This is an optimization exercise on Yosys and OpenROAD, whose aim is a short achievable clock period and few clock cycles, not a production implementation. At most, simulation tests tie the RTL to the original design; equivalence was not proved. Only the layout flow was run in runs 2 and 6; the RTL was not checked for function there. Power and IR drop assume default switching activity.

[flow/flow/run.sh]
#!/bin/bash
# Standard layout, with the slow 4-input OR/NOR cells kept out of synthesis and repair so the
# tag-compare trees map to faster NAND/NOR2-3 structures. Everything else is the standard.sh.
set -euo pipefail
WORK=$(pwd)
DU=""
for c in or4 or4b or4bb nor4 nor4b nor4bb mux4; do
  for s in 1 2 4; do
    DU="$DU sky130_fd_sc_hd__${c}_$s"
  done
done
{
  echo "include $WORK/config.mk"
  echo "export DONT_USE_CELLS += $DU"
} > "$WORK/own_config.mk"
sed "s#DESIGN_CONFIG=[^ ]*#DESIGN_CONFIG=$WORK/own_config.mk#" standard.sh > own_standard.sh
bash own_standard.sh > "$WORK/own_flow_make.log" 2>&1
[flow/standard.sh]
#!/bin/bash
# synth_recipe.tcl (not shown) runs the flow's synth.tcl, then flattens the netlist and writes it again
# the make line also repeats each setting of config.mk as NAME=value (left out here)
make -C /OpenROAD-flow-scripts/flow DESIGN_CONFIG=/design/flow/config.mk WORK_HOME=/design/flow/orfs CLKGATE_MAP_FILE= SYNTH_SCRIPT=/design/flow/synth_recipe.tcl "${@:-finish}"
[flow/config.mk]
export PLATFORM = sky130hd
export DESIGN_NAME = dcache_top
export DESIGN_NICKNAME = dcache_top
export VERILOG_FILES = /design/flow/design.v
export SDC_FILE = /design/flow/constraint.sdc
export NUM_CORES = 4
export LEC_CHECK = 0
export ABC_CLOCK_PERIOD_IN_PS = 1500
export CAP_MARGIN = 20
export CORE_MARGIN = 2
export CORE_UTILIZATION = 40
export SETUP_SLACK_MARGIN = 2.0
export SLEW_MARGIN = 20
[flow/constraint.sdc]
create_clock -name core_clock -period 7.2 [get_ports {CLK}]
set_input_delay 1.4400 -clock core_clock [delete_from_list [all_inputs] [get_ports {CLK}]]
set_output_delay 1.4400 -clock core_clock [all_outputs]
set_load 0.01 [all_outputs]
[flow/design.v]
package dcache_pkg;
  typedef logic [32-1:0]  word_t;
  typedef logic [26-1:0]   tag_t;
  typedef logic [3-1:0] index_t;
endpackage
`timescale 1ns/1ns
module dcache_top (
  input  logic                      CLK,
  input  logic                      nRST,
  input  logic                      cpu_ren,
  input  logic                      cpu_wen,
  input  logic [32-1:0] cpu_addr,
  input  logic [32-1:0] cpu_store,
  input  logic                      halt,
  output logic                      dhit,
  output logic [32-1:0] dload,
  output logic                      flushed,
  output logic                      mem_ren,
  output logic                      mem_wen,
  output logic [32-1:0] mem_addr,
  output logic [32-1:0] mem_store,
  input  logic [32-1:0] mem_load,
  input  logic                      dwait
);
  localparam int WW = 32;
  localparam int TW = 26;
  localparam int IW = 3;
  localparam int NS = 8;
  localparam int NF = 2 * NS;
  logic [TW-1:0] req_tag;
  logic [IW-1:0] req_idx;
  logic          req_blk;
  logic          access;
  assign req_tag = cpu_addr[WW-1 -: TW];
  assign req_idx = cpu_addr[2+1 +: IW];
  assign req_blk = cpu_addr[2];
  assign access  = cpu_ren | cpu_wen;
  logic st_idle, st_wb0, st_wb1, st_f0, st_f1, st_fl0, st_fl1, st_done;
  logic nx_idle, nx_wb0, nx_wb1, nx_f0, nx_f1, nx_fl0, nx_fl1, nx_done;
  logic                  vway_q;    
  logic [WW-1:2]         ma_q;      
  logic [WW-1:0]         ms_q;      
  logic [WW-1:0]         fw_q;      
  logic [NF-1:0]         fl_sel;    
  logic [NF-1:0]         valid_q;
  logic [NF-1:0]         dirty_q;
  logic [NF-1:0][TW-1:0] tag_q;
  logic [NF-1:0][WW-1:0] data0_q;
  logic [NF-1:0][WW-1:0] data1_q;
  logic [NS-1:0]         lru_q;
  logic [NF-1:0] match;
  logic [NS-1:0] idx_dec;
  logic          hit0, hit1, hit;
  always_comb
  begin
    for (int f = 0; f < NF; f++)
      match[f] = valid_q[f] && (tag_q[f] == req_tag);
    for (int s = 0; s < NS; s++)
      idx_dec[s] = (req_idx == IW'(s));
  end
  assign hit0 = match[{1'b0, req_idx}];
  assign hit1 = match[{1'b1, req_idx}];
  assign hit  = hit0 | hit1;
  logic [WW-1:0] d0w0, d0w1, d1w0, d1w1, hd0, hd1;
  assign d0w0 = data0_q[{1'b0, req_idx}];
  assign d0w1 = data1_q[{1'b0, req_idx}];
  assign d1w0 = data0_q[{1'b1, req_idx}];
  assign d1w1 = data1_q[{1'b1, req_idx}];
  assign hd0  = req_blk ? d0w1 : d0w0;
  assign hd1  = req_blk ? d1w1 : d1w0;
  logic          vway;
  logic          vdirty;
  logic [TW-1:0] vtag;
  logic [WW-1:0] vdata0, vdata1;
  assign vway   = lru_q[req_idx];
  assign vdirty = dirty_q[{vway, req_idx}];
  assign vtag   = tag_q[{vway, req_idx}];
  assign vdata0 = data0_q[{vway, req_idx}];
  assign vdata1 = data1_q[{vway, req_idx}];
  logic [WW-1:0] rdata1;
  assign rdata1 = data1_q[{vway_q, req_idx}];
  logic go;
  logic hit_ok;
  logic miss;
  logic store_hit;
  logic install;
  assign go        = st_idle & ~halt & access;
  assign hit_ok    = go & hit;
  assign miss      = go & ~hit;
  assign store_hit = st_idle & ~halt & cpu_wen & hit;
  assign install   = st_f1 & ~dwait;
  logic [NF-1:0] fl_cand;
  logic [NF-1:0] fl_first;
  logic          fl_any;
  logic [IW-1:0] fl_set;
  logic          fl_way;
  logic          fl_more;
  assign fl_cand = st_fl1 ? (dirty_q & ~fl_sel) : dirty_q;
  assign fl_more = |(dirty_q & ~fl_sel);
  always_comb
  begin
    fl_first = '0;
    fl_any   = 1'b0;
    fl_set   = '0;
    fl_way   = 1'b0;
    for (int p = 0; p < NF; p++)
    begin
      if (!fl_any && fl_cand[(p % 2) * NS + p / 2])
      begin
        fl_any = 1'b1;
        fl_first[(p % 2) * NS + p / 2] = 1'b1;
        fl_set = IW'(p / 2);
        fl_way = 1'(p % 2);
      end
    end
  end
  logic [TW-1:0] fl_tag;
  logic [WW-1:0] fl_data0;
  logic [WW-1:0] fl_data1;
  assign fl_tag   = tag_q[{fl_way, fl_set}];
  assign fl_data0 = data0_q[{fl_way, fl_set}];
  always_comb
  begin
    fl_data1 = '0;
    for (int f = 0; f < NF; f++)
      fl_data1 = fl_data1 | (fl_sel[f] ? data1_q[f] : '0);
  end
  always_comb
  begin
    nx_idle = st_idle;
    nx_wb0  = 1'b0;
    nx_wb1  = 1'b0;
    nx_f0   = 1'b0;
    nx_f1   = 1'b0;
    nx_fl0  = 1'b0;
    nx_fl1  = 1'b0;
    nx_done = st_done;
    if (st_idle)
    begin
      if (halt)
      begin
        nx_idle = 1'b0;
        nx_fl0  = fl_any;
        nx_done = ~fl_any;
      end
      else if (miss)
      begin
        nx_idle = 1'b0;
        nx_wb0  = vdirty & dwait;
        nx_wb1  = vdirty & ~dwait;
        nx_f0   = ~vdirty & dwait;
        nx_f1   = ~vdirty & ~dwait;
      end
    end
    if (st_wb0)
    begin
      nx_wb0 = dwait;
      nx_wb1 = ~dwait;
    end
    if (st_wb1)
    begin
      nx_wb1 = dwait;
      nx_f0  = ~dwait;
    end
    if (st_f0)
    begin
      nx_f0 = dwait;
      nx_f1 = ~dwait;
    end
    if (st_f1)
    begin
      nx_f1   = dwait;
      nx_idle = ~dwait;
    end
    if (st_fl0)
    begin
      nx_fl0 = dwait;
      nx_fl1 = ~dwait;
    end
    if (st_fl1)
    begin
      nx_fl1  = dwait;
      nx_fl0  = ~dwait & fl_any;
      nx_done = ~dwait & ~fl_any;
    end
  end
  always_ff @(posedge CLK or negedge nRST)
  begin
    if (!nRST)
    begin
      st_idle <= 1'b1;
      st_wb0  <= 1'b0;
      st_wb1  <= 1'b0;
      st_f0   <= 1'b0;
      st_f1   <= 1'b0;
      st_fl0  <= 1'b0;
      st_fl1  <= 1'b0;
      st_done <= 1'b0;
    end
    else
    begin
      st_idle <= nx_idle;
      st_wb0  <= nx_wb0;
      st_wb1  <= nx_wb1;
      st_f0   <= nx_f0;
      st_f1   <= nx_f1;
      st_fl0  <= nx_fl0;
      st_fl1  <= nx_fl1;
      st_done <= nx_done;
    end
  end
  always_ff @(posedge CLK or negedge nRST)
  begin
    if (!nRST)
    begin
      vway_q <= 1'b0;
      ma_q   <= '0;
      ms_q   <= '0;
      fw_q   <= '0;
      fl_sel <= '0;
    end
    else
    begin
      if (st_idle)
      begin
        if (halt)
        begin
          ma_q   <= {fl_tag, fl_set, 1'b0};
          ms_q   <= fl_data0;
          fl_sel <= fl_first;
        end
        else
        begin
          vway_q <= vway;
          if (vdirty)
          begin
            ma_q <= {vtag, req_idx, ~dwait};
            ms_q <= dwait ? vdata0 : vdata1;
          end
          else
          begin
            ma_q <= {req_tag, req_idx, ~dwait};
          end
          if (!dwait)
            fw_q <= mem_load;
        end
      end
      if (st_wb0 && !dwait)
      begin
        ma_q[2] <= 1'b1;
        ms_q                     <= rdata1;
      end
      if (st_wb1 && !dwait)
        ma_q <= {req_tag, req_idx, 1'b0};
      if (st_f0 && !dwait)
      begin
        ma_q[2] <= 1'b1;
        fw_q                     <= mem_load;
      end
      if (st_fl0 && !dwait)
      begin
        ma_q[2] <= 1'b1;
        ms_q                     <= fl_data1;
      end
      if (st_fl1 && !dwait)
      begin
        ma_q   <= {fl_tag, fl_set, 1'b0};
        ms_q   <= fl_data0;
        fl_sel <= fl_first;
      end
    end
  end
  logic [WW-1:0] wd0, wd1;
  assign wd0 = (st_idle | (cpu_wen & ~req_blk)) ? cpu_store : fw_q;
  assign wd1 = (st_idle | (cpu_wen &  req_blk)) ? cpu_store : mem_load;
  genvar g;
  generate
    for (g = 0; g < NF; g++)
    begin : g_frame
      localparam logic GW = 1'(g / NS);
      localparam int   GS = g % NS;
      logic sh;
      logic fill;
      assign sh   = store_hit & idx_dec[GS] & match[g];
      assign fill = install & idx_dec[GS] & (vway_q == GW);
      always_ff @(posedge CLK or negedge nRST)
      begin
        if (!nRST)
        begin
          valid_q[g] <= 1'b0;
          dirty_q[g] <= 1'b0;
          tag_q[g]   <= '0;
          data0_q[g] <= '0;
          data1_q[g] <= '0;
        end
        else
        begin
          if ((sh & ~req_blk) | fill)
            data0_q[g] <= wd0;
          if ((sh & req_blk) | fill)
            data1_q[g] <= wd1;
          if (fill)
          begin
            valid_q[g] <= 1'b1;
            tag_q[g]   <= req_tag;
          end
          if (sh)
            dirty_q[g] <= 1'b1;
          else if (fill)
            dirty_q[g] <= cpu_wen;
          else if (st_fl1 & ~dwait & fl_sel[g])
            dirty_q[g] <= 1'b0;
        end
      end
    end
  endgenerate
  always_ff @(posedge CLK or negedge nRST)
  begin
    if (!nRST)
    begin
      lru_q <= '0;
    end
    else
    begin
      for (int s = 0; s < NS; s++)
      begin
        if (hit_ok && idx_dec[s])
          lru_q[s] <= hit0;
        else if (install && idx_dec[s])
          lru_q[s] <= ~vway_q;
      end
    end
  end
  assign dhit      = hit_ok | install;
  assign dload     = hit1 ? hd1 : (st_f1 ? (req_blk ? mem_load : fw_q) : hd0);
  assign flushed   = st_done | (st_fl1 & ~dwait & ~fl_more);
  assign mem_wen   = (miss & vdirty) | st_wb0 | st_wb1 | st_fl0 | st_fl1;
  assign mem_ren   = (miss & ~vdirty) | st_f0 | st_f1;
  assign mem_addr  = st_idle ? {vdirty ? vtag : req_tag, req_idx, 1'b0, 2'b00}
                             : {ma_q, 2'b00};
  assign mem_store = st_idle ? vdata0 : ms_q;
endmodule
==> results by group, run 1 <==
Place
  – Final HPWL DP: about 270000 µm
  – Port bufs: 197
  – GPL Wtd Cong: around 0.97

Floorplanning
  – Die H: 490 µm
  – I/O pin count: approximately 200
  – Die span in x: roughly 490 µm
  – Rows: roughly 180
  – DIE AREA: approximately 240000 µm²
  – Core area: between 200000 and 250000 µm²
  – Initial Utilization: 0.402

Logic synthesis
  – Most used flip-flop cell after synthesis: dfrtp_1
  – Simple-Gate Fraction of Synth Area: 0.193
  – Post-Synth Adder-Cell Area: 0
  – Cell Area, Synth: around 94000 µm²
  – Netlist cell types: 73
  – Synth Area in Compound Gates: 0.170
  – Synth warn: 1
  – FF+latch count, synth: about 1600
  – Seq/Total Area, Yosys: 0.424
  – Post-Synth XOR/XNOR Area: 0.0386
  – Number of synthesized flops with an enable pin: 0
  – Avg Synthesized Cell Area: around 8.5 µm²
  – Share of flip-flops with an asynchronous set or reset: 1.00
  – Combinational family with the most area after synthesis: simple AND/OR/NAND/NOR gates
  – Post-Syn Instances: around 11000
  – Post-synthesis mux area share: 0.129

Clock tree
  – Clock Tree Buf Depth: 3
  – Num CTS Buffers: between 150 and 200
  – Clk sinks: around 1600
  – Clock Latency Late Sink: 0.87 ns
  – TritonCTS clock tree: built
  – Root Buffer: clkbuf_16
  – Clock transition at path regs: about 0.050 ns
  – Htree depth: 4
  – Cts hold-fix bufs: 0

Timing
  – Part of the cycle the worst path needs: 0.774
  – Worst rel slew slack: 0.185
  – Setup TNS: 0 ns
  – Post-route minimum period: between 5 and 6 ns
  – Worst-margin pin slew: between 1 and 1.5 ns
  – Final setup violation count: 0
  – RSZ-0062 raised after global routing: yes
  – Slew Limit Fails: 0
  – Clock skew: around 0.064 ns
  – FMAX: ~180 MHz
  – Final Hold Fails: 0

Worst setup path
  – Type of origin of the critical path: primary input
  – CP endpoint kind: output pin
  – Reg2reg setup slack: 2.01 ns
  – Data required, critical path: approximately 5.8 ns
  – Setup CP Type: in -> out
  – CP Max Fanout: 21
  – Crit path DAT: a little over 4 ns

Global route
  – Largest net degree at the start of global routing: 160
  – Grt ovf: 0
  – Number of antenna violations at the first check in global routing: 34
  – Vias in the first global route: approximately 86000
  – First-pass GRT wire length: between 600000 and 700000 µm
  – GR Util All Layers: 0.357

Drt
  – Met1 WL: approximately 160000 µm
  – DR WL/cell: 31.2 µm
  – Met2 routed WL: approximately 190000 µm
  – Via count: slightly above 90000
  – Metal3 WL: slightly below 50000 µm
  – DRT Pass-1 Iters: 7
  – Initial drt markers: approximately 13000
  – Drc violations: 0
  – DR top layer: met5
  – Final ANT Viol Nets: 0
  – Routed WL: roughly 450000 µm
  – Via density: around 6.4

Pwr
  – Lkg Pwr: slightly above 50 nW
  – Cell area power density: just over 300 nW/µm²
  – Total power: ~35 mW
  – VDD IR max: about 0.00044 V

Layout
  – Post-layout nets: about 11000
  – Share of layout cells above drive strength 1: 0.172
  – # fillers: ~22000
  – Area growth from synthesis to layout: 21.7%

Worst hold path
  – HP Class: reg -> reg

Outcome
  – Outcome: complete, no violations

Flow run
  – Max-cap violations: 0
## cells in the final DEF (no fill, tap or decap), types with 75 or more instances in the layout
cell,instances
nor2_1,1205
dfrtp_1,1581
nand4_1,196
nand3_1,556
o21ai_0,118
mux2i_1,750
xnor2_2,91
clkbuf_16,206
nor2b_1,267
buf_12,94
a221oi_1,122
a211oi_1,396
mux2_2,290
nand2_1,1697
xnor2_1,291
a22oi_1,75
buf_4,451
buf_6,98
a21oi_1,1350
a22o_1,90
## repair_timing
| action | in CTS | in global routing |
|---|---|---|
| setup endpoints to repair | 93 | 172 |
| pin swaps | 65 | 104 |
| gates cloned | 34 | 30 |
| buffers inserted | 121 | 106 |
| gates resized for setup | 698 | 509 |
## worst paths after layout
check / depth (start not counted) / to / start
max: 13 / mem_wen / cpu_addr[6]
min: 1 / valid_q[7]$_DFFE_PN0P_ / valid_q[7]$_DFFE_PN0P_
max reg2reg: 11 / ms_q[0]$_DFFE_PN0P_ / fl_sel[5]$_DFFE_PN0P_
min reg2reg: 1 / valid_q[7]$_DFFE_PN0P_ / valid_q[7]$_DFFE_PN0P_
max in group asynchronous: 3 / ms_q[27]$_DFFE_PN0P_ / nRST
min in group asynchronous: 1 / tag_q[94]$_DFFE_PN0P_ / nRST
## worst max-delay path, cell delays in order
cell and delay [ns]:
buf_12 0.15, buf_6 0.19, xnor2_2 0.37, nand4_1 0.20, nor3_2 0.23, and4_1 0.26, a211oi_2 0.06, o21a_4 0.29
o21ai_2 0.16, buf_6 0.16, nor2_4 0.04, a211o_4 0.42, buf_6 0.14
## report_power, final
group          internal [mW]  switching [mW]  total (mW)
logic                   4.37            9.84        14.2
clock network           5.65            4.15        9.80
registers               9.98           0.947        10.9
total                   20.0            14.9        34.9
## synth_stat cells (73+ instances only)
| library cell | number | area (µm²) |
|---|---|---|
| a211oi_1 | 417 | 3130 |
| a21oi_1 | 1440 | 7210 |
| a221oi_1 | 123 | 1080 |
| a22o_1 | 90 | 788 |
| a22oi_1 | 75 | 563 |
| a31oi_1 | 73 | 457 |
| buf_1 | 93 | 349 |
| buf_2 | 176 | 881 |
| clkbuf_1 | 749 | 2810 |
| dfrtp_1 | 1598 | 40000 |
| mux2_2 | 313 | 3520 |
| mux2i_1 | 850 | 8510 |
| nand2_1 | 1708 | 6410 |
| nand3_1 | 568 | 2840 |
| nand4_1 | 196 | 1230 |
| nor2_1 | 1233 | 4630 |
| nor2b_1 | 269 | 1680 |
| o21ai_0 | 146 | 731 |
| xnor2_1 | 416 | 3640 |
## metal layers
layer  global-route usage  vias to the layer above
met4                0.303                       26
met1                0.434                    45118
met5                    0                        -
met2                0.536                     6581
met3               0.0845                     1685
li1                     -                    39041
## area by class of cell
type	instances	area, µm²	share of cell area
timing repair buffer	887	10300	0.0901
sequential	1599	40000	0.349
multi-input combinational	8404	54100	0.471
tap	3150	3940	0.0343
clock buffer	260	5290	0.0460
antenna	27	67.6	0.000588
clock inverter	66	882	0.00768
inverter	47	181	0.00158
## logic make-up (layout without fill, tap and decap cells)
kind of cell,after synthesis,in the layout
buffers and inverters,1075,1260
AO/OA/AOI/OAI,2628,2629
other,1,29
AND/OR/NAND/NOR,4178,4179
flip-flops,1599,1599
XOR/XNOR,416,416
multiplexers,1177,1178
## sequential cells by signal (all words and copies together) (netlist names), 8 cells and up
name     flops
fl_sel      16
ms_q        32
fw_q        32
lru_q        8
ma_q        30
tag_q      416
valid_q     16
dirty_q     16
data0_q    512
data1_q    512
## metrics by stage
| step | cell area, µm² | cells | hold slack, ns | setup slack [ns] | util |
|---|---|---|---|---|---|
| after floorplan | 94400 | 11075 | 0.434 | 2.06 | - |
| after global placement | 100000 | 13795 | 0.448 | 0.175 | 0.427 |
| after detailed placement | 100000 | 13795 | 0.456 | 0.219 | 0.427 |
| after CTS | 111000 | 14276 | 0.467 | 1.54 | 0.474 |
| after global routing | 115000 | 14429 | 0.476 | 1.66 | 0.489 |
| final | 115000 | 14440 | 0.470 | 1.62 | 0.489 |
Testbench counts, summed over its fixed seeds: cycles 41,841.
==> run 2: changes to the inputs <==
--- a/flow/design.v
+++ b/flow/design.v
@@ -302,7 +302,7 @@
           if (fill)
           begin
             valid_q[g] <= 1'b1;
-            tag_q[g]   <= req_tag;
+            tag_q[g]   <= ma_q[WW-1 -: TW];
           end
           if (sh)
             dirty_q[g] <= 1'b1;
--- a/flow/flow/run.sh
+++ b/flow/flow/run.sh
@@ -4,7 +4,7 @@
 set -euo pipefail
 WORK=$(pwd)
 DU=""
-for c in or4 or4b or4bb nor4 nor4b nor4bb mux4; do
+for c in or4 or4b or4bb nor4 nor4b nor4bb; do
   for s in 1 2 4; do
     DU="$DU sky130_fd_sc_hd__${c}_$s"
   done
==> run 2 against run 1 <==
Effect of this change: sequential power increased by 29%; worst setup slack lost 0.22 ns; register-to-register slack lost 0.22 ns; first-iteration DRC count is 2.1% lower; sequential share of layout area up 1.4 points; largest cell class unchanged; critical path type unchanged; clock skew rose by 0.0017 ns; wire length down 4.1%; design area shrank 3.9%.
==> results by group, run 2 <==
Floorplanning
  – Die H: 476 µm (-2.7%)
  – Rows: 173 (-2.8%)
  – Die span in x: 476 µm (-2.7%)
  – I/O pin count: 202 (unchanged)
  – Initial Utilization: 0.402 (about the same)
  – DIE AREA: 227000 µm² (-5.4%)
  – Core area: 222000 µm² (-5.5%)

Logic synthesis
  – Most instantiated library cell after synthesis: dfrtp_1
  – Netlist cell types: 71 (-2.7%)
  – Synth warn: 1 (unchanged)
  – Largest cells by area after synthesis: dfrtp_1 45%, mux4_2 16%, a21oi_1 6.6%
  – Cell Area, Synth: 89200 µm² (-5.5%)
  – Seq/Total Area, Yosys: 0.448 (+0.0245)
  – Post-Syn Instances: 8755 (-21%)
  – Post-synth top cells: 1598 x dfrtp_1, 1264 x nor2_1, 1174 x a21oi_1, 700 x nand2_1, 627 x mux4_2
  – Number of synthesized flops with an enable pin: 0 (unchanged)
  – Yosys top cell by area: dfrtp_1
  – FF+latch count, synth: 1599 (unchanged)
  – Most used flip-flop cell after synthesis: dfrtp_1
  – Post-synth top area share: 0.448 (+0.0245)
  – Share of flip-flops with an asynchronous set or reset: 1.00 (unchanged)
  – Avg Synthesized Cell Area: 10.2 µm² (+20%)

Layout
  – Post-route cell area: 110000 µm² (-3.9%)
  – Biggest regs: data0_q (512), data1_q (512), tag_q (416)
  – Most frequent cells in the layout: 1580 x dfrtp_1, 1175 x nor2_1, 1074 x a21oi_1
  – Post-layout nets: 9162 (-18%)
  – Most common cell after layout, fill and taps aside: dfrtp_1
  – Share of layout cells above drive strength 1: 0.257 (+0.0849)
  – Area growth from synthesis to layout: 23.7%

Drt
  – Routed WL: 431000 µm (-4.1%)
  – Via count: 80608 (-13%)
  – Final ANT Viol Nets: 0 (unchanged)
  – Via density: 6.61 (+3.2%)
  – Drc violations: 0 (unchanged)
  – Initial drt markers: 12575 (-2.1%)
  – DR WL/cell: 35.3 µm (+13%)
  – DRT Pass-1 Iters: 8 (+1)

Global route
  – Number of antenna violations at the first check in global routing: 20 (-41%)
  – GR Util All Layers: 0.358 (+0.000767)
  – First-pass GRT wire length: 581000 µm (-7.0%)
  – Largest net degree at the start of global routing: 187 (+17%)
  – Vias in the first global route: 74479 (-14%)
  – Grt ovf: 0 (unchanged)

Clock tree
  – Root Buffer: clkbuf_16
  – Clock transition at path regs: 0.06 ns (about the same)
  – Clock Tree Buf Depth: 3 (unchanged)
  – Clk sinks: 1599 (unchanged)
  – Htree depth: 4 (unchanged)
  – Clock Latency Late Sink: 0.90 ns (+0.03 ns)
  – Num CTS Buffers: 178 (-0.56%)
  – TritonCTS clock tree: built

Pwr
  – Cell area power density: 420 nW/µm² (+38%)
  – VDD IR max: 0.000429 V (-3.3%)
  – Lkg Pwr: 46.2 nW (-8.6%)

Timing
  – Clock skew: 0.0656 ns (+0.00168 ns)
  – Setup TNS: 0 ns (unchanged)
  – Final setup violation count: 0 (unchanged)
  – Final Hold Fails: 0 (unchanged)
  – Worst rel slew slack: 0.101 (-0.0837)
  – Worst setup margin: 1.40 ns (-0.223 ns)
  – Worst-margin pin slew: 1.33 ns (+0.112 ns)
  – Part of the cycle the worst path needs: 0.805 (+0.0310)
  – RSZ-0062 raised after global routing: yes
  – Slew Limit Fails: 0 (unchanged)
  – Post-route minimum period: 5.80 ns (+0.223 ns)
  – FMAX: 172 MHz (-3.8%)

Worst setup path
  – Type of origin of the critical path: primary input
  – Data required, critical path: 5.76 ns (about the same)
  – R2r worst-path depth: 36 (+25)
  – R2R Path End: data1_q[98]$_DFFE_PN0P_
  – CP endpoint kind: output pin
  – Setup CP Type: in -> out
  – Crit path DAT: 4.36 ns (+0.22 ns)
  – Reg2reg setup slack: 1.79 ns (-0.22 ns)
  – Crit path from: cpu_addr[22]
  – R2r startpoint: tag_q[94]$_DFFE_PN0P_
  – CP Max Fanout: 5 (-76%)
  – Worst setup endpoint: dload[13]

Place
  – Final HPWL DP: 266000 µm (-1.1%)
  – Place WS: -0.183 ns (-0.402 ns)
  – Port bufs: 197 (unchanged)
  – GPL Wtd Cong: 1.08 (+12%)
  – Placed Area: 96200 µm² (-4.1%)

Flow run
  – Max-cap violations: 0 (unchanged)

Outcome
  – Outcome: complete, no violations

Worst hold path
  – HP Class: reg -> reg
run 2: cells by family after synthesis:
logic type             after synthesis  synth area share
AO/OA/AOI/OAI                     2409             0.156
XOR/XNOR                           416            0.0408
buffers and inverters              919            0.0418
flip-flops                        1599             0.448
multiplexers                       978             0.200
other                                1         0.0000420
AND/OR/NAND/NOR                   2433             0.114
run 2: routing by layer:
| layer | track usage | routed length, µm | up-vias |
|---|---|---|---|
| met5 | 0.00399 | 312 | - |
| met4 | 0.178 | 26200 | 20 |
| met3 | 0.152 | 68700 | 1156 |
| met2 | 0.484 | 175000 | 6203 |
| met1 | 0.488 | 161000 | 40706 |
| li1 | - | - | 32523 |
run 2: cell type report:
cell class / instances / area (µm²)
clock buffer: 261 / 5260
inverter: 96 / 360
clock inverter: 69 / 1100
fill: 19817 / 112000
antenna: 15 / 37.5
sequential: 1599 / 40000
multi-input combinational: 6239 / 48800
timing repair buffer: 946 / 11100
tap: 2975 / 3720
run 2: how the worst min path moves through the flow:
stage	start	to	cells after the start
finish	ma_q[2]$_DFFE_PN0P_	ma_q[2]$_DFFE_PN0P_	2
global route	valid_q[4]$_DFFE_PN0P_	valid_q[4]$_DFFE_PN0P_	1
CTS	valid_q[1]$_DFFE_PN0P_	valid_q[1]$_DFFE_PN0P_	1
detailed placement	valid_q[1]$_DFFE_PN0P_	valid_q[1]$_DFFE_PN0P_	1
global placement	valid_q[2]$_DFFE_PN0P_	valid_q[2]$_DFFE_PN0P_	1
floorplan	valid_q[0]$_DFFE_PN0P_	valid_q[0]$_DFFE_PN0P_	1
run 2: stage by stage:
step,util,hold WS [ns],instances,power (mW)
5_1_grt,0.497,0.501,12195,47.7
4_1_cts,0.480,0.469,12057,44.2
6_report,0.497,0.474,12200,46.4
3_5_place_dp,0.433,0.455,11546,33.9
2_1_floorplan,-,0.434,8756,25.3
3_3_place_gp,0.433,0.450,11545,33.5
run 2: what timing repair did:
item / 4_1_cts / 5_1_grt
setup buffers: 144 / 89
pin swaps: 40 / 82
resized for setup: 523 / 666
hold buffers: 0 / 0
endpoints found under the hold margin: 0 / 0
setup endpoints to repair: 95 / 249
cloned: 37 / 36
run 2: worst max-delay path, cell delays in order:
cell and delay [ns]:
buf_8 0.10, buf_12 0.13, buf_6 0.11, buf_12 0.13, xnor2_2 0.16, buf_4 0.18
nand4_1 0.23, nor3_4 0.33, nand4_1 0.12, o21ai_1 0.11, buf_4 0.15, a221oi_4 0.06
buf_12 0.17, buf_8 0.13, buf_12 0.13, o21ai_2 0.21, buf_6 0.16, dlygate4sd2_1 0.27
run 2: report_power, final:
| group | switching [mW] | total, mW | internal (mW) |
|---|---|---|---|
| clock | 4.17 | 9.90 | 5.73 |
| sequential | 2.73 | 14.1 | 11.4 |
| combinational | 13.1 | 22.3 | 9.22 |
==> run 3: changes to the inputs <==
--- a/flow/design.v
+++ b/flow/design.v
@@ -302,7 +302,7 @@
           if (fill)
           begin
             valid_q[g] <= 1'b1;
-            tag_q[g]   <= ma_q[WW-1 -: TW];
+            tag_q[g]   <= req_tag;
           end
           if (sh)
             dirty_q[g] <= 1'b1;
--- a/flow/config.mk
+++ b/flow/config.mk
@@ -9,5 +9,5 @@
 export CAP_MARGIN = 20
 export CORE_MARGIN = 2
 export CORE_UTILIZATION = 40
-export SETUP_SLACK_MARGIN = 2.0
+export SETUP_SLACK_MARGIN = 2.2
 export SLEW_MARGIN = 20
==> run 3 against run 2 <==
Effect of this change: still clean; sequential power is 4% lower; final cell count hardly changed; synthesized area is 1.2% higher; non-clock buffer count is 76 lower; clock skew is 0.017 ns lower; via count is 1.2% lower; critical path type unchanged; largest power group unchanged.
==> results by group, run 3 <==
Worst setup path
  – R2R Path End: data1_q[99]$_DFFE_PN0P_
  – R2r worst-path depth: 31 (-14%)
  – R2r startpoint: tag_q[83]$_DFFE_PN0P_
  – Reg2reg setup slack: 2.21 ns (+0.42 ns)
  – Slowest cell on the critical path: mux4_2
  – CP Max Fanout: 5 (unchanged)
  – Setup CP Type: in -> out
  – Data required, critical path: 5.76 ns (about the same)
  – CP endpoint kind: output pin
  – Worst-path cell chain: buf_12 -> buf_12 -> xnor2_2 -> nand4_1 -> nor3_2 -> nand4_1 -> buf_4 -> mux4_2 -> mux2_4 -> nand3_4 -> o21ai_2 -> buf_6 -> buf_6
  – Type of origin of the critical path: primary input
  – CP peak stage delay: 0.56 ns (+0.23 ns)
  – Crit path DAT: 4.10 ns (-0.26 ns)

Logic synthesis
  – Share of flip-flops with an asynchronous set or reset: 1.00 (unchanged)
  – Synth warn: 1 (unchanged)
  – Post-Syn Instances: 8815 (+0.69%)
  – Yosys top cell by area: dfrtp_1
  – Largest cells by area after synthesis: dfrtp_1 44%, mux4_2 16%, a21oi_1 6.5%
  – Seq/Total Area, Yosys: 0.443 (-0.00510)
  – FF+latch count, synth: 1599 (unchanged)
  – Number of synthesized flops with an enable pin: 0 (unchanged)
  – Post-synth top area share: 0.443 (-0.00510)
  – Most used flip-flop cell after synthesis: dfrtp_1
  – Cell Area, Synth: 90300 µm² (+1.2%)
  – Post-synth top cells: 1598 x dfrtp_1, 1265 x nor2_1, 1177 x a21oi_1, 986 x nand2_1
  – Netlist cell types: 70 (-1.4%)
  – Most instantiated library cell after synthesis: dfrtp_1
  – Avg Synthesized Cell Area: 10.2 µm² (+0.46%)

Timing
  – Final setup violation count: 0 (unchanged)
  – Final Hold Fails: 0 (unchanged)
  – Worst-margin pin slew: 1.22 ns (-0.117 ns)
  – Worst setup margin: 1.66 ns (+0.257 ns)
  – Slew Limit Fails: 0 (unchanged)
  – Setup TNS: 0 ns (unchanged)
  – FMAX: 180 MHz (+4.6%)
  – Post-route minimum period: 5.54 ns (-0.257 ns)
  – Final hold slack: 0.476 ns (+0.00213 ns)
  – Part of the cycle the worst path needs: 0.770 (-0.0358)
  – Worst rel slew slack: 0.180 (+0.0790)
  – RSZ-0062 raised after global routing: yes
  – Clock skew: 0.0490 ns (-0.0165 ns)

Floorplanning
  – Die H: 479 µm (+0.57%)
  – Die span in x: 479 µm (+0.57%)
  – Core area: 224000 µm² (+1.1%)
  – DIE AREA: 229000 µm² (+1.1%)
  – Rows: 174 (+0.58%)
  – Initial Utilization: 0.402 (about the same)
  – I/O pin count: 202 (unchanged)

Outcome
  – Outcome: complete, no violations

Layout
  – Biggest regs: data0_q (512), data1_q (512), tag_q (416)
  – Multi-input gate area: 50700 µm² (+3.9%)
  – Share of layout cells above drive strength 1: 0.283 (+0.0256)
  – Area growth from synthesis to layout: 24.0%
  – Post-route cell area: 112000 µm² (+1.4%)
  – Post-layout nets: 9143 (-0.21%)
  – # fillers: 19472 (-1.7%)
  – Sequential cell area: 40000 µm² (about the same)
  – Most common cell after layout, fill and taps aside: dfrtp_1
  – Most frequent cells in the layout: 1580 x dfrtp_1, 1110 x nor2_1, 1064 x a21oi_1
  – Final Core Density: 0.499 (+0.00170)
  – Non-filler cells, final: 12195 (-0.041%)

Place
  – Inst Count DP: 11530 (-0.14%)
  – Place WS: 0.549 ns (+0.732 ns)
  – Port bufs: 197 (unchanged)
  – Placed Area: 96300 µm² (about the same)
  – GPL Wtd Cong: 1.01 (-7.1%)
  – Final HPWL DP: 248000 µm (-6.9%)

Global route
  – First-pass GRT wire length: 554000 µm (-4.6%)
  – Grt ovf: 0 (unchanged)
  – Vias in the first global route: 74132 (-0.47%)
  – GR Util All Layers: 0.333 (-0.0248)
  – Number of antenna violations at the first check in global routing: 25 (+25%)
  – Largest net degree at the start of global routing: 156 (-17%)

Drt
  – Routed WL: 404000 µm (-6.3%)
  – Initial drt markers: 11777 (-6.3%)
  – DRT Pass-1 Iters: 9 (+1)
  – Via count: 79657 (-1.2%)
  – Via density: 6.53 (-1.1%)
  – DR WL/cell: 33.1 µm (-6.3%)
  – Drc violations: 0 (unchanged)
  – Final ANT Viol Nets: 0 (unchanged)

Clock tree
  – Root Buffer: clkbuf_16
  – Num CTS Buffers: 180 (+1.1%)
  – Clock transition at path regs: 0.06 ns (about the same)
  – Htree depth: 4 (unchanged)
  – Clock Tree Buf Depth: 3 (unchanged)
  – Clk sinks: 1599 (unchanged)
  – TritonCTS clock tree: built
  – Clock Latency Late Sink: 0.89 ns (about the same)
  – Cts hold-fix bufs: 0 (unchanged)

Worst hold path
  – Hold wc startpoint: valid_q[1]$_DFFE_PN0P_
  – Worst hold endpoint: valid_q[1]$_DFFE_PN0P_
  – Cells on Worst Hold Path: 1 (-1)
  – HP Class: reg -> reg

Pwr
  – VDD IR max: 0.000480 V (+12%)
  – Cell area power density: 398 nW/µm² (-5.2%)
  – Total power: 44.6 mW (-3.8%)
  – Lkg Pwr: 47.8 nW (+3.5%)

Flow run
  – Max-cap violations: 0 (unchanged)
==> run 3: cell count changes after synthesis, sizes merged, moves of 5 or more <==
cell    previous run  this run
o21ai            631       216
clkbuf           591       627
nand2            700       986
a31oi             36        31
mux2             134       316
buf              232       202
==> run 3: where the power goes <==
group | internal, mW | switching, mW | total [mW]
registers | 11.2 | 2.35 | 13.6
logic | 8.91 | 12.1 | 21.0
clock network | 5.82 | 4.20 | 10.0
total | 26.0 | 18.6 | 44.6
==> run 3: how the worst max path moves through the flow <==
stage / startpoint / end / slack [ns] / cells after the start
finish: cpu_addr[13] / mem_ren / 1.66 / 13
global route: cpu_addr[13] / dhit / 1.66 / 13
CTS: cpu_addr[4] / mem_store[15] / 1.81 / 9
detailed placement: cpu_addr[14] / dload[19] / 0.55 / 11
global placement: cpu_addr[14] / dload[19] / 0.57 / 11
floorplan: cpu_addr[3] / mem_addr[10] / 2.14 / 9
==> run 3: kinds of logic (layout without fill, tap and decap cells) <==
logic type             Yosys count  after routing  share of synthesized area
XOR/XNOR                       416            416                     0.0404
flip-flops                    1599           1599                      0.443
buffers and inverters          923           1296                     0.0410
AND/OR/NAND/NOR               2724           2726                      0.124
multiplexers                  1160           1160                      0.220
AO/OA/AOI/OAI                 1992           1992                      0.131
other                            1             14                  0.0000416
==> run 3: final cells by class <==
class / count / area share
sequential: 1599 / 0.358
multi-input combinational: 6296 / 0.453
timing repair buffer: 870 / 0.0957
antenna: 12 / 0.000268
tap: 2992 / 0.0334
clock buffer: 249 / 0.0462
clock inverter: 83 / 0.0108
inverter: 94 / 0.00315
==> run 3: timing repair <==
item | CTS | global route
buffers inserted | 137 | 100
resized for setup | 801 | 626
pin swaps | 70 | 57
endpoints found under the setup margin | 138 | 237
gates cloned | 48 | 36
==> run 3: critical path, delay by kind of cell <==
kind                   cells  cell delay, ns
AND/OR/NAND/NOR            4            0.81
XOR/XNOR                   1            0.15
multiplexers               2            0.90
buffers and inverters      5            0.73
AO/OA/AOI/OAI              1            0.07
==> run 3: per-layer routing <==
metal,share of wire,GRT usage
met5,0.00023,0
met4,0.067,0.184
met3,0.15,0.126
met2,0.42,0.458
met1,0.37,0.451
Testbench counts of run 3, summed over its fixed seeds: cycles 41,841.
==> run 4: changes to the inputs <==
--- a/flow/design.v
+++ b/flow/design.v
@@ -58,8 +58,8 @@
     for (int s = 0; s < NS; s++)
       idx_dec[s] = (req_idx == IW'(s));
   end
-  assign hit0 = match[{1'b0, req_idx}];
-  assign hit1 = match[{1'b1, req_idx}];
+  assign hit0 = |(match[NS-1:0] & idx_dec);
+  assign hit1 = |(match[NF-1:NS] & idx_dec);
   assign hit  = hit0 | hit1;
   logic [WW-1:0] d0w0, d0w1, d1w0, d1w1, hd0, hd1;
   assign d0w0 = data0_q[{1'b0, req_idx}];
--- a/flow/config.mk
+++ b/flow/config.mk
@@ -9,5 +9,5 @@
 export CAP_MARGIN = 20
 export CORE_MARGIN = 2
 export CORE_UTILIZATION = 40
-export SETUP_SLACK_MARGIN = 2.2
+export SETUP_SLACK_MARGIN = 2.0
 export SLEW_MARGIN = 20
==> run 4 against run 3 <==
Effect of this change: still clean on timing, DRC and antenna; sequential cell count unchanged; sequential share of layout area up 1.1 points; first-iteration DRC count down 1.5%; sequential power barely moved; clock power is essentially flat; non-clock buffer count down 115; clock skew increased by 0.047 ns; combinational power decreased by 16%; clock-buffer cell count grew 17.
==> results by group, run 4 <==
Outcome
  – Outcome: complete, no violations

Pwr
  – VDD IR max: 0.000468 V (-2.6%)
  – Cell area power density: 380 nW/µm² (-4.6%)
  – Lkg Pwr: 46.3 nW (-3.0%)
  – Total power: 41.3 mW (-7.4%)

Worst setup path
  – CP endpoint kind: output pin
  – Data required, critical path: 5.76 ns (about the same)
  – Crit path DAT: 4.07 ns (-0.03 ns)
  – Worst-path cell chain: buf_16 -> buf_12 -> xnor2_4 -> and4_4 -> nand4_1 -> nand4b_1 -> buf_6 -> nor2_4 -> buf_12 -> buf_16 -> mux2_4 -> buf_6
  – CP peak stage delay: 0.42 ns (-0.14 ns)
  – Type of origin of the critical path: primary input
  – CP Max Fanout: 9 (+4)
  – R2r worst-path depth: 6 (-81%)
  – Top cell family by delay on the critical path: simple AND/OR/NAND/NOR gates
  – Crit. path cell count: 12 (-1)
  – Slowest cell on the critical path: nand4_1
  – Crit path buffers/inverters: 6 (+1)
  – Setup CP Type: in -> out

Timing
  – Slew Limit Fails: 0 (unchanged)
  – Final setup violation count: 0 (unchanged)
  – RSZ-0062 raised after global routing: yes
  – Setup TNS: 0 ns (unchanged)
  – Post-route minimum period: 5.51 ns (-0.0268 ns)
  – Part of the cycle the worst path needs: 0.766 (-0.00373)
  – Worst-margin pin slew: 1.31 ns (+0.0963 ns)
  – FMAX: 181 MHz (+0.49%)
  – Clock skew: 0.0963 ns (+0.0473 ns)
  – Worst rel slew slack: 0.121 (-0.0588)
  – Final Hold Fails: 0 (unchanged)

Logic synthesis
  – Avg Synthesized Cell Area: 9.63 µm² (-6.0%)
  – Most used flip-flop cell after synthesis: dfrtp_1
  – Post-synth top cells: 1670 x nand2_1, 1598 x dfrtp_1, 1232 x a21oi_1, 1218 x nor2_1, 636 x clkbuf_1
  – Share of flip-flops with an asynchronous set or reset: 1.00 (unchanged)
  – Post-synthesis mux area share: 0.184 (-0.0356)
  – Post-Synth XOR/XNOR Area: 0.0401 (-0.000317)
  – FF+latch count, synth: 1599 (unchanged)
  – Synth Area in Compound Gates: 0.141 (+0.0100)
  – Cell Area, Synth: 91000 µm² (+0.79%)
  – Yosys top cell by area: dfrtp_1
  – Number of synthesized flops with an enable pin: 0 (unchanged)
  – Post-Synth Adder-Cell Area: 0 (unchanged)
  – Netlist cell types: 75 (+7.1%)
  – Seq/Total Area, Yosys: 0.440 (-0.00348)
  – Combinational family with the most area after synthesis: multiplexers
  – Synth warn: 1 (unchanged)
  – Simple-Gate Fraction of Synth Area: 0.154 (+0.0299)
  – Most instantiated library cell after synthesis: nand2_1
  – Post-Syn Instances: 9450 (+7.2%)
  – Largest cells by area after synthesis: dfrtp_1 44%, mux4_2 13%, nand2_1 6.9%
  – Post-synth top area share: 0.440 (-0.00348)

Floorplanning
  – Die span in x: 481 µm (+0.39%)
  – Initial Utilization: 0.401 (-0.00108)
  – I/O pin count: 202 (unchanged)
  – Die H: 481 µm (+0.39%)
  – Rows: 175 (+0.57%)
  – Core area: 227000 µm² (+1.1%)
  – DIE AREA: 231000 µm² (+0.78%)

Drt
  – Initial drt markers: 11606 (-1.5%)
  – DR WL/cell: 32.1 µm (-3.0%)
  – Routed WL: 408000 µm (+0.97%)
  – Final ANT Viol Nets: 0 (unchanged)
  – DRT Pass-1 Iters: 8 (-1)
  – Via density: 6.50 (-0.53%)
  – Drc violations: 0 (unchanged)
  – Via count: 82497 (+3.6%)

Global route
  – First-pass GRT wire length: 574000 µm (+3.6%)
  – Grt ovf: 0 (unchanged)
  – Vias in the first global route: 78256 (+5.6%)
  – Number of antenna violations at the first check in global routing: 20 (-20%)
  – Largest net degree at the start of global routing: 181 (+16%)
  – GR Util All Layers: 0.343 (+0.00958)

Layout
  – Most common cell after layout, fill and taps aside: nand2_1
  – Share of layout cells above drive strength 1: 0.216 (-0.0667)
  – Area growth from synthesis to layout: 19.3%
  – # fillers: 20780 (+6.7%)
  – Sequential cell area: 40000 µm² (unchanged)
  – Post-layout nets: 9615 (+5.2%)
  – Biggest regs: data0_q (512), data1_q (512), tag_q (416)
  – Non-filler cells, final: 12697 (+4.1%)
  – Most frequent cells in the layout: 1655 x nand2_1, 1580 x dfrtp_1, 1210 x a21oi_1
  – Multi-input gate area: 49700 µm² (-1.8%)

Clock tree
  – Clock Latency Late Sink: 0.88 ns (about the same)
  – Clk sinks: 1599 (unchanged)
  – Clock transition at path regs: 0.06 ns (about the same)
  – TritonCTS clock tree: built
  – Num CTS Buffers: 182 (+1.1%)
  – Clock Tree Buf Depth: 3 (unchanged)
  – Htree depth: 4 (unchanged)
  – Root Buffer: clkbuf_16

Worst hold path
  – Cells on Worst Hold Path: 1 (unchanged)
  – HP Class: reg -> reg

Place
  – Port bufs: 197 (unchanged)
  – Final HPWL DP: 253000 µm (+2.0%)
  – GPL Wtd Cong: 0.980 (-2.7%)
  – Inst Count DP: 12120 (+5.1%)

Flow run
  – Max-cap violations: 0 (unchanged)
[run 4: cell types whose count changed in the layout (fill, tap and decap cells not counted), moves of 63 or more]
| cell | previous run | this run |
|---|---|---|
| a21oi_2 | 96 | 11 |
| a21oi_1 | 1064 | 1210 |
| inv_1 | 91 | 28 |
| nor2_1 | 1110 | 1191 |
| nor2_4 | 112 | 16 |
| nand2_1 | 978 | 1655 |
| mux4_2 | 627 | 527 |
[run 4: worst paths after layout]
kind / from / end / slack [ns]
worst max-delay path: cpu_addr[20] / dload[20] / 1.69
worst min-delay path: valid_q[7]$_DFFE_PN0P_ / valid_q[7]$_DFFE_PN0P_ / 0.47
worst max register to register: st_idle$_DFF_PN1_ / data0_q[351]$_DFFE_PN0P_ / 2.48
worst min register to register: valid_q[7]$_DFFE_PN0P_ / valid_q[7]$_DFFE_PN0P_ / 0.47
max in group asynchronous: nRST / data1_q[128]$_DFFE_PN0P_ / 4.82
min in group asynchronous: nRST / tag_q[332]$_DFFE_PN0P_ / 0.49
[run 4: layout make-up]
| type | count | share of cell area |
|---|---|---|
| multi-input combinational | 6943 | 0.458 |
| sequential | 1599 | 0.369 |
| timing repair buffer | 755 | 0.0786 |
| clock buffer | 266 | 0.0489 |
| tap | 3009 | 0.0347 |
| clock inverter | 66 | 0.00877 |
| inverter | 31 | 0.00112 |
| antenna | 27 | 0.000623 |
| timing repair inverter | 1 | 0.0000807 |
[run 4: metal layers]
layer | global-route usage | wire length [µm] | share of wire
met5 | 0 | 56 | 0.00014
met4 | 0.248 | 35300 | 0.087
met3 | 0.0936 | 49900 | 0.12
met2 | 0.501 | 175000 | 0.43
met1 | 0.438 | 147000 | 0.36
[run 4: through the flow]
step	worst slack (ns)	hold WS [ns]	utilization	cell area, µm²
after detailed placement	0.356	0.452	0.426	96700
final	1.69	0.470	0.478	109000
after global placement	0.299	0.449	0.426	96700
after CTS	1.78	0.470	0.470	107000
after global routing	1.74	0.489	0.478	109000
after floorplan	1.91	0.434	-	91000
[run 4: logic make-up (layout without fill, tap and decap cells)]
kind of cell           count (synthesis)  after routing
AO/OA/AOI/OAI                       2111           2111
XOR/XNOR                             416            416
buffers and inverters                912           1119
flip-flops                          1599           1599
multiplexers                         979            982
other                                  1             29
AND/OR/NAND/NOR                     3432           3432
[run 4: power by group]
| part | internal [mW] | total (mW) | switching (mW) |
|---|---|---|---|
| registers | 11.4 | 13.7 | 2.34 |
| clock network | 5.62 | 9.83 | 4.20 |
| logic | 6.94 | 17.7 | 10.8 |
[run 4: what timing repair did]
item / in CTS / in global routing
hold buffers: 0 / 0
setup buffers: 112 / 66
resized for setup: 626 / 241
pin swaps: 41 / 60
endpoints found under the setup margin: 96 / 82
cloned: 29 / 9
Testbench counts of run 4, summed over its fixed seeds: cycles 41,841.
==> run 5: changes to the inputs <==
--- a/flow/flow/run.sh
+++ b/flow/flow/run.sh
@@ -4,7 +4,7 @@
 set -euo pipefail
 WORK=$(pwd)
 DU=""
-for c in or4 or4b or4bb nor4 nor4b nor4bb; do
+for c in or4 or4b or4bb nor4 nor4b nor4bb or3 or3b nor3 nor3b and4 and4b and4bb mux4; do
   for s in 1 2 4; do
     DU="$DU sky130_fd_sc_hd__${c}_$s"
   done
--- a/flow/config.mk
+++ b/flow/config.mk
@@ -9,5 +9,5 @@
 export CAP_MARGIN = 20
 export CORE_MARGIN = 2
 export CORE_UTILIZATION = 40
-export SETUP_SLACK_MARGIN = 2.0
+export SETUP_SLACK_MARGIN = 3.0
 export SLEW_MARGIN = 20
==> run 5 against run 4 <==
Effect of this change: still clean; wire length is 3.2% higher; synthesized area rose by 4.5%; register-to-register slack lost 0.32 ns; first-iteration DRC count rose by 4.6%; design area grew 6.2%; sequential cell count unchanged; clock power decreased by 3.1%; utilization increased by 1.0 points; clock-buffer cell count fell by 11; sequential power down 34%; non-clock buffer count increased by 148; synthesized cell count is 14% higher; critical endpoint is now dload[9].
==> results by group, run 5 <==
Layout
  – Final Core Density: 0.489 (+0.0101)
  – # fillers: 21494 (+3.4%)
  – Most common cell after layout, fill and taps aside: dfrtp_1
  – Post-layout nets: 10917 (+14%)
  – Most frequent cells in the layout: 1580 x dfrtp_1, 1469 x nand2_1, 1322 x a21oi_1
  – Biggest regs: data0_q (512), data1_q (512), tag_q (416)
  – Area growth from synthesis to layout: 21.2%
  – Non-filler cells, final: 14115 (+11%)
  – Share of layout cells above drive strength 1: 0.197 (-0.0191)
  – Post-route cell area: 115000 µm² (+6.2%)

Place
  – Placed Area: 101000 µm² (+4.3%)
  – Final HPWL DP: 256000 µm (+1.5%)
  – Inst Count DP: 13401 (+11%)
  – Port bufs: 197 (unchanged)
  – GPL Wtd Cong: 0.974 (-0.60%)
  – Place WS: 0.587 ns (+0.231 ns)

Timing
  – Final setup violation count: 0 (unchanged)
  – Final Hold Fails: 0 (unchanged)
  – Post-route minimum period: 5.67 ns (+0.152 ns)
  – Worst-margin pin slew: 1.13 ns (-0.186 ns)
  – Setup TNS: 0 ns (unchanged)
  – Part of the cycle the worst path needs: 0.787 (+0.0211)
  – FMAX: 176 MHz (-2.7%)
  – Clock skew: 0.0620 ns (-0.0343 ns)
  – Worst setup margin: 1.53 ns (-0.152 ns)
  – Slew Limit Fails: 0 (unchanged)
  – Worst rel slew slack: 0.248 (+0.127)
  – RSZ-0062 raised after global routing: yes

Logic synthesis
  – Most used flip-flop cell after synthesis: dfrtp_1
  – Cell Area, Synth: 95100 µm² (+4.5%)
  – Yosys top cell by area: dfrtp_1
  – Synth warn: 1 (unchanged)
  – Largest cells by area after synthesis: dfrtp_1 42%, mux2i_1 9.5%, a21oi_1 7.4%
  – Number of synthesized flops with an enable pin: 0 (unchanged)
  – Seq/Total Area, Yosys: 0.421 (-0.0191)
  – Post-synth top cells: 1598 x dfrtp_1, 1495 x nand2_1, 1410 x a21oi_1, 1262 x nor2_1, 906 x mux2i_1
  – Share of flip-flops with an asynchronous set or reset: 1.00 (unchanged)
  – Post-synth top area share: 0.421 (-0.0190)
  – Avg Synthesized Cell Area: 8.85 µm² (-8.1%)
  – Most instantiated library cell after synthesis: dfrtp_1
  – Post-Syn Instances: 10748 (+14%)
  – FF+latch count, synth: 1599 (unchanged)
  – Netlist cell types: 81 (+8.0%)

Global route
  – Number of antenna violations at the first check in global routing: 14 (-30%)
  – Largest net degree at the start of global routing: 182 (+0.55%)
  – First-pass GRT wire length: 597000 µm (+4.1%)
  – Grt ovf: 0 (unchanged)
  – Vias in the first global route: 84703 (+8.2%)
  – GR Util All Layers: 0.333 (-0.00990)

Clock tree
  – Root Buffer: clkbuf_16
  – TritonCTS clock tree: built
  – Htree depth: 4 (unchanged)
  – Num CTS Buffers: 178 (-2.2%)
  – Clk sinks: 1599 (unchanged)
  – Cts hold-fix bufs: 0 (unchanged)
  – Clock Tree Buf Depth: 3 (unchanged)
  – Clock Latency Late Sink: 0.87 ns (about the same)
  – Clock transition at path regs: 0.06 ns (about the same)

Drt
  – DRT Pass-1 Iters: 9 (+1)
  – Drc violations: 0 (unchanged)
  – Final ANT Viol Nets: 0 (unchanged)
  – Via density: 6.35 (-2.2%)
  – Via count: 89655 (+8.7%)
  – DR WL/cell: 29.8 µm (-7.2%)
  – Initial drt markers: 12144 (+4.6%)
  – Routed WL: 421000 µm (+3.2%)

Worst setup path
  – Most frequent CP cell: buf_6
  – CP Max Fanout: 10 (+1)
  – Type of origin of the critical path: primary input
  – Data required, critical path: 5.76 ns (about the same)
  – CP endpoint kind: output pin
  – CP peak stage delay: 0.39 ns (-0.03 ns)
  – Setup CP Type: in -> out
  – Reg2reg setup slack: 2.16 ns (-0.32 ns)
  – Worst-path cell chain: buf_4 -> xor2_1 -> a2111oi_4 -> and3b_2 -> nand4_1 -> buf_6 -> nand4_1 -> nor2_4 -> buf_12 -> buf_6 -> buf_6 -> mux2i_4 -> buf_2
  – Crit path DAT: 4.23 ns (+0.16 ns)
  – Slowest cell on the critical path: nor2_4

Outcome
  – Outcome: complete, no violations

Floorplanning
  – I/O pin count: 202 (unchanged)
  – Core area: 236000 µm² (+4.0%)
  – Die span in x: 492 µm (+2.2%)
  – DIE AREA: 242000 µm² (+4.5%)
  – Die H: 492 µm (+2.2%)
  – Initial Utilization: 0.403 (+0.00215)
  – Rows: 178 (+1.7%)

Worst hold path
  – HP Class: reg -> reg

Flow run
  – Max-cap violations: 0 (unchanged)

Pwr
  – Lkg Pwr: 51.3 nW (+11%)
  – Cell area power density: 182 nW/µm² (-52%)
  – VDD IR max: 0.000188 V (-60%)
[run 5: repair_timing]
item | in CTS | in global routing
buffers inserted | 218 | 96
pin swaps | 112 | 80
gates resized for setup | 1023 | 218
cloned | 61 | 6
endpoints found under the hold margin | 0 | 0
endpoints found under the setup margin | 524 | 191
[run 5: through the flow]
| step | power, mW | hold WS [ns] |
|---|---|---|
| floorplan | 10.3 | 0.434 |
| global placement | 11.0 | 0.449 |
| detailed placement | 11.0 | 0.452 |
| CTS | 20.8 | 0.470 |
| global route | 21.4 | 0.486 |
| finish | 20.9 | 0.470 |
[run 5: report_power, final]
part	switching (mW)	internal [mW]	total, mW
clock network	4.13	5.40	9.53
registers	0.0412	9.03	9.07
logic	1.44	0.884	2.33
[run 5: logic make-up after synthesis]
kind of cell           synth area share
AO/OA/AOI/OAI                     0.188
XOR/XNOR                         0.0354
buffers and inverters            0.0505
flip-flops                        0.421
multiplexers                      0.151
other                         0.0000394
AND/OR/NAND/NOR                   0.155
[run 5: area by class of cell]
cell class	instances	area (µm²)	area share
tap	3150	3940	0.0342
antenna	7	17.5	0.000152
timing repair buffer	903	10800	0.0938
clock inverter	68	823	0.00715
sequential	1599	40100	0.348
clock buffer	255	5160	0.0448
multi-input combinational	8081	54200	0.471
inverter	52	200	0.00174
[run 5: worst paths after layout]
kind / cells past startpoint / to / from
min: 1 / valid_q[8]$_DFFE_PN0P_ / valid_q[8]$_DFFE_PN0P_
min in group asynchronous: 1 / tag_q[145]$_DFFE_PN0P_ / nRST
max reg2reg: 32 / ma_q[22]$_DFFE_PN0P_ / lru_q[6]$_DFFE_PN0P_
max: 13 / dload[9] / cpu_addr[29]
min reg2reg: 1 / valid_q[8]$_DFFE_PN0P_ / valid_q[8]$_DFFE_PN0P_
max in group asynchronous: 3 / data0_q[237]$_DFFE_PN0P_ / nRST
[run 5: routing by layer]
metal,share of wire,GRT usage,up-vias
li1,-,-,38147
met1,0.36,0.414,43955
met2,0.43,0.494,5942
met3,0.11,0.0687,1603
met4,0.10,0.285,8
met5,0.00014,0,-
[run 5: critical path, delay by kind of cell]
| kind | cells | cell delay, ns |
|---|---|---|
| muxes | 1 | 0.34 |
| AOI/OAI and AO/OA | 1 | 0.09 |
| and+or+nand+nor | 4 | 0.98 |
| xor gates and xnor gates | 1 | 0.30 |
| buffers and inverters | 6 | 1.02 |
==> run 6: changes to the inputs <==
--- a/flow/design.v
+++ b/flow/design.v
@@ -58,14 +58,17 @@
     for (int s = 0; s < NS; s++)
       idx_dec[s] = (req_idx == IW'(s));
   end
-  assign hit0 = |(match[NS-1:0] & idx_dec);
-  assign hit1 = |(match[NF-1:NS] & idx_dec);
+  assign hit0 = match[{1'b0, req_idx}];
+  assign hit1 = match[{1'b1, req_idx}];
   assign hit  = hit0 | hit1;
   logic [WW-1:0] d0w0, d0w1, d1w0, d1w1, hd0, hd1;
+  logic [TW-1:0] t0, t1;
   assign d0w0 = data0_q[{1'b0, req_idx}];
   assign d0w1 = data1_q[{1'b0, req_idx}];
   assign d1w0 = data0_q[{1'b1, req_idx}];
   assign d1w1 = data1_q[{1'b1, req_idx}];
+  assign t0   = tag_q[{1'b0, req_idx}];
+  assign t1   = tag_q[{1'b1, req_idx}];
   assign hd0  = req_blk ? d0w1 : d0w0;
   assign hd1  = req_blk ? d1w1 : d1w0;
   logic          vway;
@@ -73,12 +76,12 @@
   logic [TW-1:0] vtag;
   logic [WW-1:0] vdata0, vdata1;
   assign vway   = lru_q[req_idx];
-  assign vdirty = dirty_q[{vway, req_idx}];
-  assign vtag   = tag_q[{vway, req_idx}];
-  assign vdata0 = data0_q[{vway, req_idx}];
-  assign vdata1 = data1_q[{vway, req_idx}];
+  assign vdirty = vway ? dirty_q[{1'b1, req_idx}] : dirty_q[{1'b0, req_idx}];
+  assign vtag   = vway ? t1 : t0;
+  assign vdata0 = vway ? d1w0 : d0w0;
+  assign vdata1 = vway ? d1w1 : d0w1;
   logic [WW-1:0] rdata1;
-  assign rdata1 = data1_q[{vway_q, req_idx}];
+  assign rdata1 = data1_q[{vway_q, ma_q[2+1 +: IW]}];
   logic go;
   logic hit_ok;
   logic miss;
@@ -302,7 +305,7 @@
           if (fill)
           begin
             valid_q[g] <= 1'b1;
-            tag_q[g]   <= req_tag;
+            tag_q[g]   <= ma_q[WW-1 -: TW];
           end
           if (sh)
             dirty_q[g] <= 1'b1;
--- a/flow/flow/run.sh
+++ b/flow/flow/run.sh
@@ -4,7 +4,7 @@
 set -euo pipefail
 WORK=$(pwd)
 DU=""
-for c in or4 or4b or4bb nor4 nor4b nor4bb or3 or3b nor3 nor3b and4 and4b and4bb mux4; do
+for c in or4 or4b or4bb nor4 nor4b nor4bb; do
   for s in 1 2 4; do
     DU="$DU sky130_fd_sc_hd__${c}_$s"
   done
==> run 6 against run 5 <==
Effect of this change: critical path type unchanged; register-to-register slack lost 0.28 ns; sequential power grew 17%; maximum frequency shrank 0.42%; non-clock buffer count grew 267; worst setup slack lost 0.024 ns; sequential cell count is the same; die area grew 0.26%; combinational power grew to 4.5 times the previous value; highest routed layer unchanged.
==> results by group, run 6 <==
Outcome
  – Outcome: complete, no violations

Global route
  – Vias in the first global route: 85826 (+1.3%)
  – Grt ovf: 0 (unchanged)
  – First-pass GRT wire length: 685000 µm (+15%)
  – GR Util All Layers: 0.400 (+0.0672)
  – Number of antenna violations at the first check in global routing: 44 (+30)
  – Largest net degree at the start of global routing: 180 (-1.1%)

Pwr
  – Cell area power density: 260 nW/µm² (+43%)
  – Logic pwr share: 0.334 (+0.223)
  – Total power: 31.3 mW (+49%)
  – Psw: 12.3 mW (+120%)
  – Internal Power: 19.0 mW (+24%)
  – Clock network fraction of design power: 0.327 (-0.128)
  – Sequential share of power: 0.339 (-0.095)
  – Lkg Pwr: 51.8 nW (+1.1%)
  – VDD IR max: 0.000317 V (+68%)
  – Switching share of power: 0.393 (+0.125)

Worst setup path
  – CP Max Fanout: 7 (-3)
  – CP peak stage delay: 0.48 ns (+0.09 ns)
  – Data required, critical path: 5.76 ns (about the same)
  – R2r startpoint: tag_q[241]$_DFFE_PN0P_
  – R2R Path End: data1_q[301]$_DFFE_PN0P_
  – Type of origin of the critical path: primary input
  – R2r worst-path depth: 41 (+28%)
  – Worst-path cell chain: buf_8 -> buf_12 -> xnor2_2 -> nand4_1 -> nor3_4 -> and4b_1 -> a211o_1 -> nand4_1 -> buf_6 -> buf_12 -> buf_16 -> a21oi_4 -> buf_6
  – Setup CP Type: in -> out
  – Crit path DAT: 4.25 ns (+0.02 ns)
  – Reg2reg setup slack: 1.88 ns (-0.28 ns)
  – CP endpoint kind: output pin
  – Slowest cell on the critical path: nand4_1

Place
  – Final HPWL DP: 301000 µm (+18%)
  – GPL Wtd Cong: 1.05 (+7.6%)
  – Port bufs: 197 (unchanged)

Clock tree
  – TritonCTS clock tree: built
  – Htree depth: 4 (unchanged)
  – Clock transition at path regs: 0.06 ns (about the same)
  – Num CTS Buffers: 186 (+4.5%)
  – Cts hold-fix bufs: 0 (unchanged)
  – Clock Tree Buf Depth: 3 (unchanged)
  – Clk sinks: 1599 (unchanged)
  – Clock Latency Late Sink: 0.92 ns (+0.05 ns)
  – Root Buffer: clkbuf_16

Logic synthesis
  – Seq/Total Area, Yosys: 0.420 (-0.00111)
  – Synth warn: 1 (unchanged)
  – Post-Syn Instances: 9848 (-8.4%)
  – Share of flip-flops with an asynchronous set or reset: 1.00 (unchanged)
  – Cell Area, Synth: 95300 µm² (+0.26%)
  – Post-synth top cells: 1598 x dfrtp_1, 1412 x nand2_1, 1306 x nor2_1, 1254 x a21oi_1, 573 x mux4_2
  – Post-synth top area share: 0.419 (-0.00111)
  – Most instantiated library cell after synthesis: dfrtp_1
  – Avg Synthesized Cell Area: 9.68 µm² (+9.4%)
  – Largest cells by area after synthesis: dfrtp_1 42%, mux4_2 14%, a21oi_1 6.6%
  – FF+latch count, synth: 1599 (unchanged)
  – Yosys top cell by area: dfrtp_1
  – Most used flip-flop cell after synthesis: dfrtp_1
  – Netlist cell types: 75 (-7.4%)
  – Number of synthesized flops with an enable pin: 0 (unchanged)

Drt
  – Via count: 92038 (+2.7%)
  – Final ANT Viol Nets: 0 (unchanged)
  – Initial drt markers: 15385 (+27%)
  – Routed WL: 501000 µm (+19%)
  – Via density: 6.76 (+6.4%)
  – Drc violations: 0 (unchanged)
  – DRT Pass-1 Iters: 8 (-1)
  – DR WL/cell: 36.7 µm (+23%)

Timing
  – RSZ-0062 raised after global routing: yes
  – Worst-margin pin slew: 1.24 ns (+0.114 ns)
  – Clock skew: 0.0847 ns (+0.0227 ns)
  – Part of the cycle the worst path needs: 0.790 (+0.00332)
  – Final Hold Fails: 0 (unchanged)
  – FMAX: 176 MHz (-0.42%)
  – Setup TNS: 0 ns (unchanged)
  – Post-route minimum period: 5.69 ns (+0.0239 ns)
  – Worst rel slew slack: 0.169 (-0.0792)
  – Slew Limit Fails: 0 (unchanged)
  – Final setup violation count: 0 (unchanged)

Layout
  – # fillers: 21018 (-2.2%)
  – Share of layout cells above drive strength 1: 0.273 (+0.0764)
  – Post-layout nets: 10373 (-5.0%)
  – Most frequent cells in the layout: 1577 x dfrtp_1, 1395 x nand2_1, 1143 x a21oi_1
  – Most common cell after layout, fill and taps aside: dfrtp_1
  – Biggest regs: data0_q (512), data1_q (512), tag_q (416)
  – Area growth from synthesis to layout: 26.2%

Worst hold path
  – HP Class: in -> async

Flow run
  – Max-cap violations: 0 (unchanged)

Floorplanning
  – Die span in x: 492 µm (+0.13%)
  – Core area: 237000 µm² (+0.66%)
  – Die H: 492 µm (+0.13%)
  – Initial Utilization: 0.402 (-0.00157)
  – I/O pin count: 202 (unchanged)
  – Rows: 179 (+0.56%)
  – DIE AREA: 242000 µm² (+0.26%)
## run 6: cell types whose count changed after synthesis, sizes merged, moves of 156 or more
cell / change
a211oi: -274
a21oi: -156
mux2: -270
mux2i: -518
mux4: +573
nor2b: -192
## run 6: final cells by class
type / instances / area (µm²) / share of cell area
flip-flops and latches: 1599 / 40100 / 0.333
diodes: 29 / 72.6 / 0.000603
well taps: 3167 / 3960 / 0.0329
clock inverters: 78 / 1190 / 0.00989
repair buffers: 1170 / 14000 / 0.117
inverters: 104 / 410 / 0.00341
repair inverters: 2 / 17.5 / 0.000146
clock buffers: 265 / 5360 / 0.0446
multi-input cells: 7208 / 55200 / 0.459
## run 6: worst max-delay path by stage
stage                      start      endpoint  slack (ns)  cells after the start
floorplan            cpu_addr[4]  mem_addr[10]        2.30                     10
finish              cpu_addr[12]     dload[21]        1.51                     13
detailed placement  cpu_addr[15]          dhit        0.04                     13
global route        cpu_addr[12]     dload[20]        1.57                     15
global placement    cpu_addr[15]          dhit         0.1                     13
CTS                 cpu_addr[18]          dhit        1.73                     15
## run 6: timing repair
item | in CTS | in global routing
gates resized for setup | 1391 | 369
pin swaps | 136 | 90
setup buffers | 305 | 119
setup endpoints to repair | 986 | 566
cloned | 78 | 5
## run 6: logic make-up (layout without fill, tap and decap cells)
| group | Yosys count | in the layout | synth area share |
|---|---|---|---|
| simple gates | 3285 | 3286 | 0.143 |
| compound gates | 2343 | 2346 | 0.151 |
| flops | 1599 | 1599 | 0.420 |
| mux | 1158 | 1158 | 0.199 |
| buf+inv | 1046 | 1619 | 0.0490 |
| xor+xnor | 416 | 416 | 0.0382 |
| other cells | 1 | 31 | 0.0000393 |
## run 6: worst max-delay path: cells and delay by family
family	cells	cell delay, ns
buf+inv	6	0.92
compound gates	2	0.42
simple gates	4	1.30
xor+xnor	1	0.14
## run 6: power by group through the flow
stage               logic, mW  registers [mW]  clock network (mW)
detailed placement       8.88            10.7                   0
CTS                      9.55            10.5                10.2
floorplan                5.30            9.98                   0
global placement         8.82            10.7                   0
finish                   10.4            10.6                10.2
global route             10.5            10.7                10.6
## run 6: per-stage QoR
| stage | hold slack [ns] | setup WS [ns] | cells | utilization | cell area, µm² |
|---|---|---|---|---|---|
| floorplan | 0.439 | 2.30 | 9849 | - | 96100 |
| global placement | 0.451 | 0.0992 | 12740 | 0.431 | 102000 |
| detailed placement | 0.453 | 0.0435 | 12741 | 0.431 | 102000 |
| CTS | 0.448 | 1.73 | 13467 | 0.495 | 117000 |
| global route | 0.465 | 1.57 | 13607 | 0.506 | 120000 |
| finish | 0.466 | 1.51 | 13622 | 0.507 | 120000 |
## run 6: layer usage
metal | GRT usage | up-vias | part of all wire
li1 | - | 36437 | -
met1 | 0.516 | 45983 | 0.36
met2 | 0.531 | 7792 | 0.40
met3 | 0.198 | 1791 | 0.17
met4 | 0.248 | 35 | 0.074
met5 | 0.00157 | - | 0.0011

==> separate check: timing with driven ports <==
In the flow no input, the clock included, has a driving cell. The finished layouts below were timed again as built, in two steps.
Step 1 assumes that a clkbuf_16 drives the clock port and a buf_2 every other input.
Step 2 also shifts input and output timing later by t, the mid clock arrival at the registers, as if the neighbouring blocks saw the same clock.
a / b / c = ideal / step 1 / step 2; a / b = the first two.
| run | t, ns | slack for setup (ns) | slew at the worst register clock pin (ns) |
|---|---|---|---|
| run 1 | 0.937 | 1.625 / 1.345 / 1.047 | 0.07 / 0.07 |
| run 2 | 0.959 | 1.402 / 1.149 / 0.606 | 0.07 / 0.07 |
| run 3 | 0.952 | 1.659 / 1.346 / 0.842 | 0.07 / 0.07 |
| run 4 | 0.935 | 1.686 / 1.386 / 1.386 | 0.07 / 0.07 |
| run 5 | 0.934 | 1.534 / 1.156 / 0.349 | 0.07 / 0.07 |
| run 6 | 0.974 | 1.510 / 1.342 / 0.660 | 0.07 / 0.07 |
After both steps setup and hold are still met in every run listed. For run 5, which loses most, drivers alone change the setup slack by -0.378 ns; drivers and shift together by -1.185 ns.
